Context: an optimization exercise on an open-source flow, tuned for small area. The choices shown serve that exercise and are no tape-out recipe. Only simulation tests tie the RTL to the original design; equivalence was not proved. Power and IR drop assume default switching activity.

// cdp_rdma_ig
module cdp_rdma_ig (
  input  logic                                  nvdla_core_clk,
  input  logic                                  nvdla_core_rstn,
  input  logic                                  op_en,
  input  cdp_rdma_cfg_pkg::cdp_rdma_cfg_t       cfg,
  input  logic                                  eg2ig_done,
  output logic                                  dma_req_valid,
  input  logic                                  dma_req_ready,
  output cdp_rdma_req_pkg::dma_rd_req_t         dma_req_pd,
  output logic                                  cq_valid,
  input  logic                                  cq_ready,
  output cdp_rdma_req_pkg::cq_entry_t           cq_pd,
  output logic [cdp_rdma_cfg_pkg::perf_w_c-1:0] perf_stall_d0,
  output logic [cdp_rdma_cfg_pkg::perf_w_c-1:0] perf_stall_d1
);
  localparam int lo_w = 46;
  logic           active;
  logic           hold;
  logic           layer_flag;
  logic           go;
  logic           layer_done;
  logic           last_c;
  logic           last_w;
  logic           last_h;
  logic [7:0]     c_cnt;
  logic [9:0]     w_cnt;
  logic [12:0]    h_cnt;
  logic [9:0]     w_inc;
  logic [lo_w-1:0] req_lo;
  logic            req_k;
  logic [lo_w-1:0] line_lo;
  logic            line_k;
  logic [lo_w-1:0] add_a;
  logic            add_k;
  logic [31:0]     add_b;
  logic [lo_w:0]   sum_lo;
  logic            sum_k;
  logic [63-lo_w:0] req_hi;
  logic [31:0]    stall_cnt;
  logic [31:0]    stall_inc;
  logic [31:0]    stall_nxt;
  logic           stall;
  assign go         = active & dma_req_ready & cq_ready;
  assign layer_done = go & last_c & last_w & last_h;
  always_ff @(posedge nvdla_core_clk or negedge nvdla_core_rstn) begin
    if (!nvdla_core_rstn) begin
      active <= 1'b0;
      hold   <= 1'b0;
    end else begin
      active <= active ? ~layer_done : (op_en & ~hold);
      hold   <= layer_done | (hold & ~eg2ig_done);
    end
  end
  ...
Size in the first run: ~820 cells after synthesis, ~0.010 mm^2 of cells after synthesis.
==> module cdp_rdma_ig, before the edit <==
module cdp_rdma_ig (
  input  logic                                  nvdla_core_clk,
  input  logic                                  nvdla_core_rstn,
  input  logic                                  op_en,
  input  cdp_rdma_cfg_pkg::cdp_rdma_cfg_t       cfg,
  input  logic                                  eg2ig_done,
  output logic                                  dma_req_valid,
  input  logic                                  dma_req_ready,
  output cdp_rdma_req_pkg::dma_rd_req_t         dma_req_pd,
  output logic                                  cq_valid,
  input  logic                                  cq_ready,
  output cdp_rdma_req_pkg::cq_entry_t           cq_pd,
  output logic [cdp_rdma_cfg_pkg::perf_w_c-1:0] perf_stall_d0,
  output logic [cdp_rdma_cfg_pkg::perf_w_c-1:0] perf_stall_d1
);
  localparam int lo_w = 46;
  logic           active;
  logic           hold;
  logic           layer_flag;
  logic           go;
  logic           layer_done;
  logic           last_c;
  logic           last_w;
  logic           last_h;
  logic [7:0]     c_cnt;
  logic [9:0]     w_cnt;
  logic [12:0]    h_cnt;
  logic [9:0]     w_inc;
  logic [lo_w-1:0] req_lo;
  logic            req_k;
  logic [lo_w-1:0] line_lo;
  logic            line_k;
  logic [lo_w-1:0] add_a;
  logic            add_k;
  logic [31:0]     add_b;
  logic [lo_w:0]   sum_lo;
  logic            sum_k;
  logic [63-lo_w:0] req_hi;
  logic [31:0]    stall_cnt;
  logic [31:0]    stall_inc;
  logic [31:0]    stall_nxt;
  logic           stall;
  assign go         = active & dma_req_ready & cq_ready;
  assign layer_done = go & last_c & last_w & last_h;
  always_ff @(posedge nvdla_core_clk or negedge nvdla_core_rstn) begin
    if (!nvdla_core_rstn) begin
      active <= 1'b0;
      hold   <= 1'b0;
    end else begin
      active <= active ? ~layer_done : (op_en & ~hold);
      hold   <= layer_done | (hold & ~eg2ig_done);
    end
  end
  assign dma_req_valid = active & cq_ready;
  assign cq_valid      = active & dma_req_ready;
  assign last_c = (c_cnt == cfg.channel[12:5]);
  assign last_w = (w_cnt == cfg.width[12:3]);
  assign last_h = (h_cnt == cfg.height);
  assign w_inc  = w_cnt + 1'b1;
  always_ff @(posedge nvdla_core_clk) begin
    if (!active) begin
      c_cnt <= '0;
      w_cnt <= '0;
      h_cnt <= '0;
    end else if (go) begin
      c_cnt <= last_c ? 8'd0 : c_cnt + 1'b1;
      if (last_c) begin
        w_cnt <= last_w ? 10'd0 : w_inc;
        if (last_w) begin
          h_cnt <= h_cnt + 1'b1;
        end
      end
    end
  end
  logic sel_base, sel_line, sel_req, sel_ss, sel_ls, sel_w;
  assign sel_base = ~active;
  assign sel_line = go & last_c;
  assign sel_req  = active & ~(go & last_c);
  assign sel_ss   = go & ~last_c;
  assign sel_ls   = go & last_c & last_w;
  assign sel_w    = go & last_c & ~last_w;
  assign add_a = ({lo_w{sel_base}} & cfg.base_addr[lo_w-1:0])
               | ({lo_w{sel_line}} & line_lo)
               | ({lo_w{sel_req}}  & req_lo);
  assign add_k = (sel_line & line_k) | (sel_req & req_k);
  assign add_b = ({32{sel_ss}} & cfg.surf_stride)
               | ({32{sel_ls}} & cfg.line_stride)
               | ({32{sel_w}}  & {14'd0, w_inc, 8'd0});
  cdp_rdma_addr_gen #(.W(lo_w)) u_add_lo (
    .a  (add_a),
    .b  ({{(lo_w-32){1'b0}}, add_b}),
    .ci (1'b0),
    .s  (sum_lo[lo_w-1:0]),
    .co (sum_lo[lo_w])
  );
  assign sum_k = add_k ^ sum_lo[lo_w];
  always_ff @(posedge nvdla_core_clk) begin
    req_lo <= sum_lo[lo_w-1:0];
    req_k  <= sum_k;
    if (!active | (go & last_c & last_w)) begin
      line_lo <= sum_lo[lo_w-1:0];
      line_k  <= sum_k;
    end
  end
  cdp_rdma_addr_gen #(.W(64-lo_w)) u_add_hi (
    .a  (cfg.base_addr[63:lo_w]),
    .b  ('0),
    .ci (req_k),
    .s  (req_hi),
    .co ()
  );
  assign stall = cfg.dma_en & active & cq_ready & ~dma_req_ready;
  cdp_rdma_addr_gen #(.W(32)) u_stall_inc (
    .a  (stall_cnt),
    .b  (32'd0),
    .ci (stall),
    .s  (stall_inc),
    .co ()
  );
  assign stall_nxt = active ? stall_inc : 32'd0;
  always_ff @(posedge nvdla_core_clk) begin
    stall_cnt <= stall_nxt;
  end
  always_ff @(posedge nvdla_core_clk or negedge nvdla_core_rstn) begin
    if (!nvdla_core_rstn) begin
      layer_flag <= 1'b0;
    end else if (layer_done) begin
      layer_flag <= ~layer_flag;
    end
  end
  always_ff @(posedge nvdla_core_clk) begin
    if (!nvdla_core_rstn | (layer_done & ~layer_flag)) begin
      perf_stall_d0 <= stall_nxt;
    end
    if (!nvdla_core_rstn | (layer_done & layer_flag)) begin
      perf_stall_d1 <= stall_nxt;
    end
  end
  assign dma_req_pd = {(last_w ? cfg.width[2:0] : 3'd7), req_hi, req_lo};
  assign cq_pd      = {last_c, last_h, last_w, (last_w ? cfg.width[2:0] : 3'd7)};
endmodule
==> flow/config.mk <==
export PLATFORM = sky130hd
export DESIGN_NAME = cdp_rdma_ig
export DESIGN_NICKNAME = cdp_rdma_ig
export VERILOG_FILES = /design/flow/design.v
export SDC_FILE = /design/flow/constraint.sdc
export NUM_CORES = 4
export LEC_CHECK = 0
export CAP_MARGIN = 20
export CORE_MARGIN = 2
export CORE_UTILIZATION = 60
export SETUP_SLACK_MARGIN = 0.3
export SLEW_MARGIN = 20
==> flow/constraint.sdc <==
create_clock -name core_clock -period 6.0 [get_ports {nvdla_core_clk}]
set_input_delay 1.2000 -clock core_clock [delete_from_list [all_inputs] [get_ports {nvdla_core_clk}]]
set_output_delay 1.2000 -clock core_clock [all_outputs]
set_load 0.01 [all_outputs]
standard.sh (not shown) runs the stock make flow with config.mk's settings and CLKGATE_MAP_FILE= SYNTH_SCRIPT=/design/flow/synth_recipe.tcl, a recipe that flattens the netlist after the stock synthesis.
==> flow/flow/run.sh <==
#!/bin/bash
# Standard ORFS layout (standard.sh) with these changes:
#  - synthesis: the standard flow's synthesis script, but abc maps with an
#    area-oriented script (flow/abc_map.script); see flow/synth.tcl
#  - port buffers use the smallest buffer (buf_1) instead of clkdlybuf4s50_1
#  - clock tree: sink clusters of up to 16 within 80 um, clkbuf_8, no dummy loads
set -euo pipefail
here=$(pwd)
export FLOW_ABC_SCRIPT=$here/flow/abc_map.script
bash standard.sh \
  "SYNTH_SCRIPT=$here/flow/synth.tcl" \
  'BUFFER_PORTS_ARGS=-buffer_cell sky130_fd_sc_hd__buf_1' \
  'CTS_ARGS=-sink_clustering_enable -repair_clock_nets -dont_use_dummy_load -sink_clustering_size 16 -sink_clustering_max_diameter 80 -buf_list sky130_fd_sc_hd__clkbuf_8' \
  finish > flow_make.log 2>&1
==> flow/flow/abc_map.script <==
&get -n
&st
&dch -f
&nf -a -R 1000
&put
mfs3 -a
topo
stime -c
==> flow/flow/synth.tcl <==
# The standard synthesis script (synth_recipe.tcl), with one change:
# the abc call maps with flow/abc_map.script (area-oriented &nf mapping, then mfs3 resubstitution)
# instead of ORFS's abc_speed.script. Registers are untouched by abc.
proc synth {args} { yosys synth -nofsm -noshare {*}$args }
proc abc {args} {
  set i [lsearch $args -script]
  if { $i >= 0 } { lset args [expr {$i + 1}] $::env(FLOW_ABC_SCRIPT) }
  yosys abc {*}$args
}
source $::env(SCRIPTS_DIR)/synth.tcl
# left out here: clear keep_hierarchy, flatten, clean up, hide names made inside functions, write 1_2_yosys.v
Then changed:
--- a/flow/design.v
+++ b/flow/design.v
@@ -194,21 +194,20 @@
   always_ff @(posedge nvdla_core_clk) begin
     stall_cnt <= stall_nxt;
   end
   always_ff @(posedge nvdla_core_clk or negedge nvdla_core_rstn) begin
     if (!nvdla_core_rstn) begin
-      layer_flag <= 1'b0;
+      layer_flag    <= 1'b0;
+      perf_stall_d0 <= '0;
+      perf_stall_d1 <= '0;
     end else if (layer_done) begin
       layer_flag <= ~layer_flag;
-    end
-  end
-  always_ff @(posedge nvdla_core_clk) begin
-    if (!nvdla_core_rstn | (layer_done & ~layer_flag)) begin
-      perf_stall_d0 <= stall_nxt;
-    end
-    if (!nvdla_core_rstn | (layer_done & layer_flag)) begin
-      perf_stall_d1 <= stall_nxt;
+      if (layer_flag) begin
+        perf_stall_d1 <= stall_nxt;
+      end else begin
+        perf_stall_d0 <= stall_nxt;
+      end
     end
   end
   assign dma_req_pd = {(last_w ? cfg.width[2:0] : 3'd7), req_hi, req_lo};
   assign cq_pd      = {last_c, last_h, last_w, (last_w ? cfg.width[2:0] : 3'd7)};
 endmodule
What happened:
- register-to-register slack gets better by 0.07 ns
- worst setup slack improves by 0.25 ns
- sequential cell count does not change
- utilization came out lower by 0.51 points
- synthesized area increases by a few percent
- clock power goes up by a few percent
- via count rises by roughly a tenth
- clock skew is higher by 0.0052 ns
- routed wire length rises by a few percent
- global-route usage went up by 0.74 points
- sequential power drops by a few percent
- cell area rises by a few percent

* * *

Another version of the RTL of cdp_rdma_ig (not shown whole).
Size: ~310 I/O pins.
==> module cdp_rdma_ig, before the edit <==
module cdp_rdma_ig (
  input  logic                                  nvdla_core_clk,
  input  logic                                  nvdla_core_rstn,
  input  logic                                  op_en,
  input  cdp_rdma_cfg_pkg::cdp_rdma_cfg_t       cfg,
  input  logic                                  eg2ig_done,
  output logic                                  dma_req_valid,
  input  logic                                  dma_req_ready,
  output cdp_rdma_req_pkg::dma_rd_req_t         dma_req_pd,
  output logic                                  cq_valid,
  input  logic                                  cq_ready,
  output cdp_rdma_req_pkg::cq_entry_t           cq_pd,
  output logic [cdp_rdma_cfg_pkg::perf_w_c-1:0] perf_stall_d0,
  output logic [cdp_rdma_cfg_pkg::perf_w_c-1:0] perf_stall_d1
);
  localparam int lo_w = 46;
  logic           active;
  logic           hold;
  logic           layer_flag;
  logic           go;
  logic           layer_done;
  logic           last_c;
  logic           last_w;
  logic           last_h;
  logic [7:0]     c_cnt;
  logic [9:0]     w_cnt;
  logic [12:0]    h_cnt;
  logic [9:0]     w_inc;
  logic [lo_w-1:0] req_lo;
  logic            req_k;
  logic [lo_w-1:0] line_lo;
  logic            line_k;
  logic [lo_w-1:0] add_a;
  logic            add_k;
  logic [31:0]     add_b;
  logic [lo_w:0]   sum_lo;
  logic            sum_k;
  logic [63-lo_w:0] req_hi;
  logic [31:0]    stall_cnt;
  logic [31:0]    stall_inc;
  logic           stall;
  assign go         = active & dma_req_ready & cq_ready;
  assign layer_done = go & last_c & last_w & last_h;
  always_ff @(posedge nvdla_core_clk or negedge nvdla_core_rstn) begin
    if (!nvdla_core_rstn) begin
      active <= 1'b0;
      hold   <= 1'b0;
    end else begin
      active <= active ? ~layer_done : (op_en & ~hold);
      hold   <= layer_done | (hold & ~eg2ig_done);
    end
  end
  assign dma_req_valid = active & cq_ready;
  assign cq_valid      = active & dma_req_ready;
  assign last_c = (c_cnt == cfg.channel[12:5]);
  assign last_w = (w_cnt == cfg.width[12:3]);
  assign last_h = (h_cnt == cfg.height);
  assign w_inc  = w_cnt + 1'b1;
  always_ff @(posedge nvdla_core_clk) begin
    if (!active) begin
      c_cnt <= '0;
      w_cnt <= '0;
      h_cnt <= '0;
    end else if (go) begin
      c_cnt <= last_c ? 8'd0 : c_cnt + 1'b1;
      if (last_c) begin
        w_cnt <= last_w ? 10'd0 : w_inc;
        if (last_w) begin
          h_cnt <= h_cnt + 1'b1;
        end
      end
    end
  end
  logic sel_base, sel_line, sel_req, sel_ss, sel_ls, sel_w;
  assign sel_base = ~active;
  assign sel_line = go & last_c;
  assign sel_req  = active & ~(go & last_c);
  assign sel_ss   = go & ~last_c;
  assign sel_ls   = go & last_c & last_w;
  assign sel_w    = go & last_c & ~last_w;
  assign add_a = ({lo_w{sel_base}} & cfg.base_addr[lo_w-1:0])
               | ({lo_w{sel_line}} & line_lo)
               | ({lo_w{sel_req}}  & req_lo);
  assign add_k = (sel_line & line_k) | (sel_req & req_k);
  assign add_b = ({32{sel_ss}} & cfg.surf_stride)
               | ({32{sel_ls}} & cfg.line_stride)
               | ({32{sel_w}}  & {14'd0, w_inc, 8'd0});
  cdp_rdma_addr_gen #(.W(lo_w)) u_add_lo (
    .a  (add_a),
    .b  ({{(lo_w-32){1'b0}}, add_b}),
    .ci (1'b0),
    .s  (sum_lo[lo_w-1:0]),
    .co (sum_lo[lo_w])
  );
  assign sum_k = add_k ^ sum_lo[lo_w];
  always_ff @(posedge nvdla_core_clk) begin
    req_lo <= sum_lo[lo_w-1:0];
    req_k  <= sum_k;
    if (!active | (go & last_c & last_w)) begin
      line_lo <= sum_lo[lo_w-1:0];
      line_k  <= sum_k;
    end
  end
  cdp_rdma_addr_gen #(.W(64-lo_w)) u_add_hi (
    .a  (cfg.base_addr[63:lo_w]),
    .b  ('0),
    .ci (req_k),
    .s  (req_hi),
    .co ()
  );
  assign stall = cfg.dma_en & active & cq_ready & ~dma_req_ready;
  cdp_rdma_addr_gen #(.W(32)) u_stall_inc (
    .a  (stall_cnt),
    .b  (32'd0),
    .ci (stall),
    .s  (stall_inc),
    .co ()
  );
  always_ff @(posedge nvdla_core_clk or negedge nvdla_core_rstn) begin
    if (!nvdla_core_rstn) begin
      stall_cnt <= '0;
    end else if (!active) begin
      stall_cnt <= '0;
    end else begin
      stall_cnt <= stall_inc;
    end
  end
  always_ff @(posedge nvdla_core_clk or negedge nvdla_core_rstn) begin
    if (!nvdla_core_rstn) begin
      layer_flag <= 1'b0;
    end else if (layer_done) begin
      layer_flag <= ~layer_flag;
    end
  end
  always_ff @(posedge nvdla_core_clk) begin
    if (!nvdla_core_rstn | (layer_done & ~layer_flag)) begin
      perf_stall_d0 <= stall_cnt;
    end
    if (!nvdla_core_rstn | (layer_done & layer_flag)) begin
      perf_stall_d1 <= stall_cnt;
    end
  end
  assign dma_req_pd = {(last_w ? cfg.width[2:0] : 3'd7), req_hi, req_lo};
  assign cq_pd      = {last_c, last_h, last_w, (last_w ? cfg.width[2:0] : 3'd7)};
endmodule
Settings: LEC_CHECK=0, CAP_MARGIN=20, CORE_MARGIN=2, CORE_UTILIZATION=60, SETUP_SLACK_MARGIN=0.3, SLEW_MARGIN=20; clock period 6.0 ns.
==> flow/flow/run.sh <==
#!/bin/bash
# Standard ORFS layout with two changes:
#  - port buffers use the smallest buffer (buf_1) instead of clkdlybuf4s50_1
#  - clock tree: larger sink clusters, clkbuf_8, no dummy loads
set -euo pipefail
bash standard.sh \
  'BUFFER_PORTS_ARGS=-buffer_cell sky130_fd_sc_hd__buf_1' \
  'CTS_ARGS=-sink_clustering_enable -repair_clock_nets -dont_use_dummy_load -sink_clustering_size 16 -sink_clustering_max_diameter 80 -buf_list sky130_fd_sc_hd__clkbuf_8' \
  finish > flow_make.log 2>&1
==> next run, changes <==
--- a/flow/design.v
+++ b/flow/design.v
@@ -109,10 +109,11 @@
   logic [lo_w:0]   sum_lo;
   logic            sum_k;
   logic [63-lo_w:0] req_hi;
   logic [31:0]    stall_cnt;
   logic [31:0]    stall_inc;
+  logic [31:0]    stall_nxt;
   logic           stall;
   assign go         = active & dma_req_ready & cq_ready;
   assign layer_done = go & last_c & last_w & last_h;
   always_ff @(posedge nvdla_core_clk or negedge nvdla_core_rstn) begin
     if (!nvdla_core_rstn) begin
@@ -187,32 +188,27 @@
     .b  (32'd0),
     .ci (stall),
     .s  (stall_inc),
     .co ()
   );
-  always_ff @(posedge nvdla_core_clk or negedge nvdla_core_rstn) begin
-    if (!nvdla_core_rstn) begin
-      stall_cnt <= '0;
-    end else if (!active) begin
-      stall_cnt <= '0;
-    end else begin
-      stall_cnt <= stall_inc;
-    end
+  assign stall_nxt = active ? stall_inc : 32'd0;
+  always_ff @(posedge nvdla_core_clk) begin
+    stall_cnt <= stall_nxt;
   end
   always_ff @(posedge nvdla_core_clk or negedge nvdla_core_rstn) begin
     if (!nvdla_core_rstn) begin
       layer_flag <= 1'b0;
     end else if (layer_done) begin
       layer_flag <= ~layer_flag;
     end
   end
   always_ff @(posedge nvdla_core_clk) begin
     if (!nvdla_core_rstn | (layer_done & ~layer_flag)) begin
-      perf_stall_d0 <= stall_cnt;
+      perf_stall_d0 <= stall_nxt;
     end
     if (!nvdla_core_rstn | (layer_done & layer_flag)) begin
-      perf_stall_d1 <= stall_cnt;
+      perf_stall_d1 <= stall_nxt;
     end
   end
   assign dma_req_pd = {(last_w ? cfg.width[2:0] : 3'd7), req_hi, req_lo};
   assign cq_pd      = {last_c, last_h, last_w, (last_w ? cfg.width[2:0] : 3'd7)};
 endmodule
After rerunning:
- The new run produced a clean layout
- core utilization falls by 0.51 points
- cell area shrinks slightly
- cell count hardly moves
- synthesized cell count rises slightly
- worst setup slack degrades by 53 ps
- clock power fell by a few percent
- count of clock-buffer cells in the layout is lower by 1
- total power went up slightly
- global-route usage barely changes
- routed wire length is about the same
- clock skew went down by 9.1 ps
- sequential cell count is unchanged
- synthesized area rose slightly
- non-clock buffer count went up by 1

afterwards: timing with drivers on the ports:
In the flow no input, the clock included, has a driving cell. The finished layouts below were timed again as built, in two steps. Step 1 sets driving cells, clkbuf_16 on the clock port and buf_2 on the other inputs (assumed; they add their load-dependent delay and slew). Step 2 moves the port delays by t, midway between the first and last clock arrival at a register: inputs arrive t later, outputs are due t later. That takes back most of the time a late clock gives input paths. a / b / c = ideal / step 1 / step 2; a / b = the first two.
run | t (ns) | slack for setup (ns) | worst slew at a driven data input, ns
the first run of note 1 | 0.537 | 0.581 / 0.602 / 0.065 | 0.08
the second run of note 1 | 0.540 | 0.833 / 0.847 / 0.307 | 0.07
the first run of note 2 | 0.530 | 0.842 / 0.845 / 0.315 | 0.07
the second run of note 2 | 0.538 | 0.789 / 0.807 / 0.269 | 0.06
After both steps setup and hold are still met in every run listed. The setup slack of the first run of note 2, which loses most, moves by +0.003 ns with the drivers and by -0.527 ns with both steps.
